This design comes from an exercise in tuning for small area, a short achievable clock period and few clock cycles on the open sky130 flow, not from production work.
At most, simulation tests tie the RTL to the original design; equivalence was not proved.
No activity file was given, so power comes from the tool's default toggle rates.

==> zinc: inputs <==
==> flow/design.v (excerpt) <==
module qsim_top
(
  input  wire        clk,
  input  wire        reset_n,
  input  wire        dut_valid,
  output wire        dut_ready,
  output wire        q_state_input_sram_write_enable,
  output qsim_pkg::addr_t q_state_input_sram_write_address,
  output qsim_pkg::word_t q_state_input_sram_write_data,
  output qsim_pkg::addr_t q_state_input_sram_read_address,
  input  qsim_pkg::word_t q_state_input_sram_read_data,
  output wire        q_state_output_sram_write_enable,
  output qsim_pkg::addr_t q_state_output_sram_write_address,
  output qsim_pkg::word_t q_state_output_sram_write_data,
  input  qsim_pkg::word_t q_state_output_sram_read_data,
  output wire        scratchpad_sram_write_enable,
  output qsim_pkg::addr_t scratchpad_sram_write_address,
  output qsim_pkg::word_t scratchpad_sram_write_data,
  output qsim_pkg::addr_t scratchpad_sram_read_address,
  input  qsim_pkg::word_t scratchpad_sram_read_data,
  output qsim_pkg::addr_t q_gates_sram_read_address,
  input  qsim_pkg::word_t q_gates_sram_read_data
);
  logic [3:0]  col;
  logic [4:0]  col1;
  logic        src1;
  ...
==> module qsim_seq, before the edit <==
module qsim_seq
(
  input  wire         clk,
  input  wire         reset_n,
  input  wire         dut_valid,
  output logic        dut_ready,
  input  wire  [31:0] header_word,
  output logic [15:0] gate_addr,
  output logic [3:0]  col,           
  output logic [4:0]  col1,          
  output logic        src1,          
  output logic        first2,        
  output logic        input_we,
  output logic        scratch_we,
  output logic        output_we,
  output logic [3:0]  wrow,
  output logic [4:0]  wrow1
);
  localparam int DP = 3;
  localparam int PIPE = 3 + DP;
  logic        running;
  logic        first_cyc;
  logic [3:0]  mask;
  logic [15:0] gates_left;
  logic        gl_one;
  logic [3:0]  row;
  logic        src;
  logic [2:0]  stall;
  logic        first1, last1, done1;
  logic [DP-1:0] last_p, src_p;
  logic [DP:0]   done_p;
  logic [3:0]  mask_e;
  logic [15:0] gl_e;
  logic        gl_one_e;
  logic [2:0]  hq;
  assign hq = header_word[18:16];
  always_comb begin
    if (first_cyc) begin
      case (hq)
        3'd0:    mask_e = 4'h0;
        3'd1:    mask_e = 4'h1;
        3'd2:    mask_e = 4'h3;
        3'd3:    mask_e = 4'h7;
        default: mask_e = 4'hf;
      endcase
      gl_e     = header_word[15:0];
      gl_one_e = (header_word[15:0] == 16'd1);
    end else begin
      mask_e   = mask;
      gl_e     = gates_left;
      gl_one_e = gl_one;
    end
  end
  logic issue;
  logic end_row;
  logic end_gate;
  logic [2:0] stall_n;
  assign issue    = running && (stall == 3'd0);
  assign end_row  = (col == mask_e);
  assign end_gate = end_row && (row == mask_e);
  always_comb begin
    case (mask_e)
      4'h0:    stall_n = (PIPE > 1) ? 3'(PIPE - 1) : 3'd0;
      4'h1:    stall_n = (PIPE > 2) ? 3'(PIPE - 2) : 3'd0;
      4'h3:    stall_n = (PIPE > 4) ? 3'(PIPE - 4) : 3'd0;
      4'h7:    stall_n = (PIPE > 8) ? 3'(PIPE - 8) : 3'd0;
      default: stall_n = 3'd0;
    endcase
  end
  always_ff @(posedge clk) begin
    if (!reset_n) begin
      dut_ready <= 1'b1;
      running   <= 1'b0;
      first_cyc <= 1'b0;
      col1      <= '0;
      gate_addr <= '0;
      stall     <= '0;
    end else begin
      first_cyc <= 1'b0;
      if (dut_ready) begin
        if (dut_valid) begin
          dut_ready <= 1'b0;
          running   <= 1'b1;
          first_cyc <= 1'b1;
          col1      <= 5'd1;
          col       <= '0;
          row       <= '0;
          src       <= 1'b0;
          stall     <= '0;
        end
        gate_addr <= '0;
      end else begin
        if (done_p[DP]) begin
          dut_ready <= 1'b1;
        end
        if (first_cyc) begin
          mask       <= mask_e;
          gates_left <= gl_e;
          gl_one     <= gl_one_e;
        end
        if (stall != 3'd0) begin
          stall <= stall - 1'b1;
        end
        if (issue) begin
          gate_addr <= gate_addr + 1'b1;
          if (end_row) begin
            col  <= '0;
            col1 <= 5'd1;
            row  <= end_gate ? 4'd0 : row + 1'b1;
          end else begin
            col  <= col + 1'b1;
            col1 <= col1 + 1'b1;
          end
          if (end_gate) begin
            if (gl_one_e) begin
              running <= 1'b0;
              col1    <= '0;
            end else begin
              gates_left <= gl_e - 1'b1;
              gl_one     <= (gl_e == 16'd2);
              src        <= !src;
              stall      <= stall_n;
            end
          end
        end
      end
    end
  end
  always_ff @(posedge clk) begin
    if (!reset_n) begin
      first1 <= 1'b0;
      last1  <= 1'b0;
      done1  <= 1'b0;
      first2 <= 1'b0;
      last_p <= '0;
      done_p <= '0;
    end else begin
      first1 <= issue && (col == 4'd0);
      last1  <= issue && end_row;
      done1  <= issue && end_gate && gl_one_e;
      first2 <= first1;
      last_p <= {last_p, last1};
      done_p <= {done_p, done1};
    end
  end
  always_ff @(posedge clk) begin
    src1  <= src;
    src_p <= {src_p, src1};
  end
  always_ff @(posedge clk) begin
    if (!reset_n) begin
      input_we   <= 1'b0;
      scratch_we <= 1'b0;
      output_we  <= 1'b0;
    end else begin
      output_we  <= last_p[DP-1];
      input_we   <= last_p[DP-1] && src_p[DP-1];
      scratch_we <= last_p[DP-1] && !src_p[DP-1];
    end
  end
  always_ff @(posedge clk) begin
    if (dut_ready) begin
      wrow  <= '0;
      wrow1 <= 5'd1;
    end else if (output_we) begin
      if (wrow == mask) begin
        wrow  <= '0;
        wrow1 <= 5'd1;
      end else begin
        wrow  <= wrow + 1'b1;
        wrow1 <= wrow1 + 1'b1;
      end
    end
  end
endmodule
Settings: LEC_CHECK=0, CAP_MARGIN=20, CORE_MARGIN=2, CORE_UTILIZATION=40, SETUP_SLACK_MARGIN=5, SLEW_MARGIN=20; clock period 9.0 ns.
run.sh (not shown) runs the stock make flow with config.mk's settings and CLKGATE_MAP_FILE= SYNTH_SCRIPT=/design/flow/synth_recipe.tcl, a recipe that flattens the netlist after the stock synthesis.
==> quartz: changes against zinc <==
--- a/flow/design.v
+++ b/flow/design.v
@@ -29,7 +29,8 @@
   localparam int PIPE = 3 + DP;
   logic        running;
   logic        first_cyc;
-  logic [3:0]  mask;
+  logic [2:0]  qn;            
+  logic [3:0]  mask;          
   logic [15:0] gates_left;
   logic        gl_one;
   logic [3:0]  row;
@@ -38,37 +39,26 @@
   logic        first1, last1, done1;
   logic [DP-1:0] last_p, src_p;
   logic [DP:0]   done_p;
-  logic [3:0]  mask_e;
-  logic [15:0] gl_e;
-  logic        gl_one_e;
   logic [2:0]  hq;
   assign hq = header_word[18:16];
   always_comb begin
-    if (first_cyc) begin
-      case (hq)
-        3'd0:    mask_e = 4'h0;
-        3'd1:    mask_e = 4'h1;
-        3'd2:    mask_e = 4'h3;
-        3'd3:    mask_e = 4'h7;
-        default: mask_e = 4'hf;
-      endcase
-      gl_e     = header_word[15:0];
-      gl_one_e = (header_word[15:0] == 16'd1);
-    end else begin
-      mask_e   = mask;
-      gl_e     = gates_left;
-      gl_one_e = gl_one;
-    end
+    case (qn)
+      3'd0:    mask = 4'h0;
+      3'd1:    mask = 4'h1;
+      3'd2:    mask = 4'h3;
+      3'd3:    mask = 4'h7;
+      default: mask = 4'hf;
+    endcase
   end
   logic issue;
   logic end_row;
   logic end_gate;
   logic [2:0] stall_n;
-  assign issue    = running && (stall == 3'd0);
-  assign end_row  = (col == mask_e);
-  assign end_gate = end_row && (row == mask_e);
+  assign issue    = running && (stall == 3'd0) && !(first_cyc && hq == 3'd0);
+  assign end_row  = !first_cyc && (col == mask);
+  assign end_gate = end_row && (row == mask);
   always_comb begin
-    case (mask_e)
+    case (mask)
       4'h0:    stall_n = (PIPE > 1) ? 3'(PIPE - 1) : 3'd0;
       4'h1:    stall_n = (PIPE > 2) ? 3'(PIPE - 2) : 3'd0;
       4'h3:    stall_n = (PIPE > 4) ? 3'(PIPE - 4) : 3'd0;
@@ -103,9 +93,9 @@
           dut_ready <= 1'b1;
         end
         if (first_cyc) begin
-          mask       <= mask_e;
-          gates_left <= gl_e;
-          gl_one     <= gl_one_e;
+          qn         <= hq;
+          gates_left <= header_word[15:0];
+          gl_one     <= (header_word[15:0] == 16'd1);
         end
         if (stall != 3'd0) begin
           stall <= stall - 1'b1;
@@ -121,12 +111,12 @@
             col1 <= col1 + 1'b1;
           end
           if (end_gate) begin
-            if (gl_one_e) begin
+            if (gl_one) begin
               running <= 1'b0;
               col1    <= '0;
             end else begin
-              gates_left <= gl_e - 1'b1;
-              gl_one     <= (gl_e == 16'd2);
+              gates_left <= gates_left - 1'b1;
+              gl_one     <= (gates_left == 16'd2);
               src        <= !src;
               stall      <= stall_n;
             end
@@ -146,7 +136,7 @@
     end else begin
       first1 <= issue && (col == 4'd0);
       last1  <= issue && end_row;
-      done1  <= issue && end_gate && gl_one_e;
+      done1  <= issue && end_gate && gl_one;
       first2 <= first1;
       last_p <= {last_p, last1};
       done_p <= {done_p, done1};
==> flow/flow/run.sh (new file) <==
#!/bin/bash
set -euo pipefail
export SETUP_SLACK_MARGIN=${MARGIN:-5.8}
export BUFFER_PORTS_ARGS="-buffer_cell sky130_fd_sc_hd__buf_2"
sed '1s/-nofsm -noshare /-nofsm -noshare -noabc /' synth_recipe.tcl > synth_noabc.tcl
grep -q -- '-noabc' synth_noabc.tcl
sed 's#/synth_recipe\.tcl#/synth_noabc.tcl#g' standard.sh > standard_noabc.sh
grep -q 'synth_noabc.tcl' standard_noabc.sh
bash standard_noabc.sh > standard.log 2>&1
==> flow/standard.sh (new file) <==
#!/bin/bash
# synth_recipe.tcl (not shown) runs the flow's synth.tcl, then flattens the netlist and writes it again
# the make line also repeats each setting of config.mk as NAME=value (left out here)
make -C /OpenROAD-flow-scripts/flow DESIGN_CONFIG=/design/flow/config.mk WORK_HOME=/design/flow/orfs CLKGATE_MAP_FILE= SYNTH_SCRIPT=/design/flow/synth_recipe.tcl "${@:-finish}"
--- a/flow/config.mk
+++ b/flow/config.mk
@@ -8,5 +8,4 @@
 export CAP_MARGIN = 20
 export CORE_MARGIN = 2
 export CORE_UTILIZATION = 40
-export SETUP_SLACK_MARGIN = 5
 export SLEW_MARGIN = 20
removed: flow/run.sh
==> raven: changes against zinc <==
--- a/flow/design.v
+++ b/flow/design.v
@@ -29,7 +29,8 @@
   localparam int PIPE = 3 + DP;
   logic        running;
   logic        first_cyc;
-  logic [3:0]  mask;
+  logic [2:0]  qn;            
+  logic [3:0]  mask;          
   logic [15:0] gates_left;
   logic        gl_one;
   logic [3:0]  row;
@@ -38,37 +39,26 @@
   logic        first1, last1, done1;
   logic [DP-1:0] last_p, src_p;
   logic [DP:0]   done_p;
-  logic [3:0]  mask_e;
-  logic [15:0] gl_e;
-  logic        gl_one_e;
   logic [2:0]  hq;
   assign hq = header_word[18:16];
   always_comb begin
-    if (first_cyc) begin
-      case (hq)
-        3'd0:    mask_e = 4'h0;
-        3'd1:    mask_e = 4'h1;
-        3'd2:    mask_e = 4'h3;
-        3'd3:    mask_e = 4'h7;
-        default: mask_e = 4'hf;
-      endcase
-      gl_e     = header_word[15:0];
-      gl_one_e = (header_word[15:0] == 16'd1);
-    end else begin
-      mask_e   = mask;
-      gl_e     = gates_left;
-      gl_one_e = gl_one;
-    end
+    case (qn)
+      3'd0:    mask = 4'h0;
+      3'd1:    mask = 4'h1;
+      3'd2:    mask = 4'h3;
+      3'd3:    mask = 4'h7;
+      default: mask = 4'hf;
+    endcase
   end
   logic issue;
   logic end_row;
   logic end_gate;
   logic [2:0] stall_n;
-  assign issue    = running && (stall == 3'd0);
-  assign end_row  = (col == mask_e);
-  assign end_gate = end_row && (row == mask_e);
+  assign issue    = running && (stall == 3'd0) && !(first_cyc && hq == 3'd0);
+  assign end_row  = !first_cyc && (col == mask);
+  assign end_gate = end_row && (row == mask);
   always_comb begin
-    case (mask_e)
+    case (mask)
       4'h0:    stall_n = (PIPE > 1) ? 3'(PIPE - 1) : 3'd0;
       4'h1:    stall_n = (PIPE > 2) ? 3'(PIPE - 2) : 3'd0;
       4'h3:    stall_n = (PIPE > 4) ? 3'(PIPE - 4) : 3'd0;
@@ -103,9 +93,9 @@
           dut_ready <= 1'b1;
         end
         if (first_cyc) begin
-          mask       <= mask_e;
-          gates_left <= gl_e;
-          gl_one     <= gl_one_e;
+          qn         <= hq;
+          gates_left <= header_word[15:0];
+          gl_one     <= (header_word[15:0] == 16'd1);
         end
         if (stall != 3'd0) begin
           stall <= stall - 1'b1;
@@ -121,12 +111,12 @@
             col1 <= col1 + 1'b1;
           end
           if (end_gate) begin
-            if (gl_one_e) begin
+            if (gl_one) begin
               running <= 1'b0;
               col1    <= '0;
             end else begin
-              gates_left <= gl_e - 1'b1;
-              gl_one     <= (gl_e == 16'd2);
+              gates_left <= gates_left - 1'b1;
+              gl_one     <= (gates_left == 16'd2);
               src        <= !src;
               stall      <= stall_n;
             end
@@ -146,7 +136,7 @@
     end else begin
       first1 <= issue && (col == 4'd0);
       last1  <= issue && end_row;
-      done1  <= issue && end_gate && gl_one_e;
+      done1  <= issue && end_gate && gl_one;
       first2 <= first1;
       last_p <= {last_p, last1};
       done_p <= {done_p, done1};
==> flow/flow/run.sh (new file) <==
#!/bin/bash
set -euo pipefail
export SETUP_SLACK_MARGIN=${MARGIN:-5.5}
export BUFFER_PORTS_ARGS="-buffer_cell sky130_fd_sc_hd__buf_2"
sed '1s/-nofsm -noshare /-nofsm -noshare -noabc /' synth_recipe.tcl > synth_noabc.tcl
grep -q -- '-noabc' synth_noabc.tcl
sed 's#/synth_recipe\.tcl#/synth_noabc.tcl#g' standard.sh > standard_noabc.sh
grep -q 'synth_noabc.tcl' standard_noabc.sh
bash standard_noabc.sh > standard.log 2>&1
==> flow/standard.sh (new file) <==
#!/bin/bash
# synth_recipe.tcl (not shown) runs the flow's synth.tcl, then flattens the netlist and writes it again
# the make line also repeats each setting of config.mk as NAME=value (left out here)
make -C /OpenROAD-flow-scripts/flow DESIGN_CONFIG=/design/flow/config.mk WORK_HOME=/design/flow/orfs CLKGATE_MAP_FILE= SYNTH_SCRIPT=/design/flow/synth_recipe.tcl "${@:-finish}"
--- a/flow/config.mk
+++ b/flow/config.mk
@@ -8,5 +8,4 @@
 export CAP_MARGIN = 20
 export CORE_MARGIN = 2
 export CORE_UTILIZATION = 40
-export SETUP_SLACK_MARGIN = 5
 export SLEW_MARGIN = 20
removed: flow/run.sh
==> comparison <==
Utilization: quartz > zinc > raven.
Combinational power: quartz > zinc > raven.
Against raven, the fmax of zinc is lower by 10%.
Synthesized cell count is the same in raven and quartz.
Of quartz and zinc, zinc has the higher clock skew (gap 0.017 ns).
In clock power, raven and zinc hardly differ.
Against quartz, the global-route usage of raven is lower by 3.5 points.
Of zinc and quartz, zinc has the higher sequential share of layout area (gap 0.57 points).
Of quartz and zinc, quartz has the higher register-to-register slack (gap 0.48 ns).
Count of clock-buffer cells in the layout: raven > zinc > quartz.
==> figures <==
metric	raven	quartz	zinc
Status	finished clean	finished clean	finished clean
Element type at the critical path start	flop	flop	input port
Xor-xnor portion of the synthesized cell area	15.68%	15.68%	15.52%
Synth Area per Inst	10.53 um2	10.53 um2	9.812 um2
Well-Tap Cells	1,144	1,144	1,165
First-pass GRT wire length	155,900 um	174,000 um	161,500 um
Cell count after synthesis	3,267	3,267	3,635
Buf/Inv on CP	0	3	1
Top routing layer in use	met5	met4	met5
Delay of the slowest cell on the worst path	0.75 ns	0.61 ns	0.63 ns
Final critical-path required period	3.443 ns	3.264 ns	3.827 ns
Commonest non-fill, non-tap cell in the layout	xnor2_1	xnor2_1	inv_1
Origin of the worst min-delay path	qsim_seq_i.src_p[1]$_DFF_P_	qsim_seq_i.first2$_SDFF_PN0_	qsim_seq_i.first2$_SDFF_PN0_
Portion of total power attributed to sequential cells	22.1%	20.6%	22.5%
Total die area	88,380 um2	88,380 um2	91,580 um2
Sequential group power	3.17 mW	3.10 mW	3.26 mW
FF-to-FF setup slack	5.56 ns	5.74 ns	5.26 ns
Proportion of cell area occupied by multi-input gates	62.35%	58.47%	59.18%
Cell count along the critical path	6	9	8
Diodes inserted	0	3	1
Final Routed Wirelength	105,800 um	126,100 um	104,000 um
Testbench counts of quartz, summed over its fixed seeds: cycles 16,392.
Testbench counts of raven, summed over its fixed seeds: cycles 16,392.
No functional check of the RTL was part of zinc.

## separate check: timing with driven ports
The results above use ideal ports. As a check the final layouts listed here were re-extracted and re-timed, cells and wires unchanged.
Step 1 sets driving cells, clkbuf_16 on the clock port and buf_2 on the other inputs (assumed; they add their load-dependent delay and slew).
Step 2 times the ports against the registers' clock, not the clock port: input delays grow and output delays shrink by t, the midpoint of the rising clock arrivals with the driver on.
a / b / c = ideal / step 1 / step 2; a / b = the first two.
run	t (ns)	slack for setup (ns)	worst setup path after step 2	clock arrival spread, ns	worst data-port slew with drivers (ns)
zinc	0.671	5.173 / 5.215 / 4.544	input to register	0.057 / 0.057	0.06
quartz	0.680	5.736 / 5.736 / 5.246	input to register	0.040 / 0.040	0.05
raven	0.682	5.557 / 5.557 / 5.080	input to register	0.063 / 0.064	0.06
After both steps every run listed still meets setup and hold. The setup slack of zinc, which loses most, moves by +0.042 ns with the drivers and by -0.629 ns with both steps.
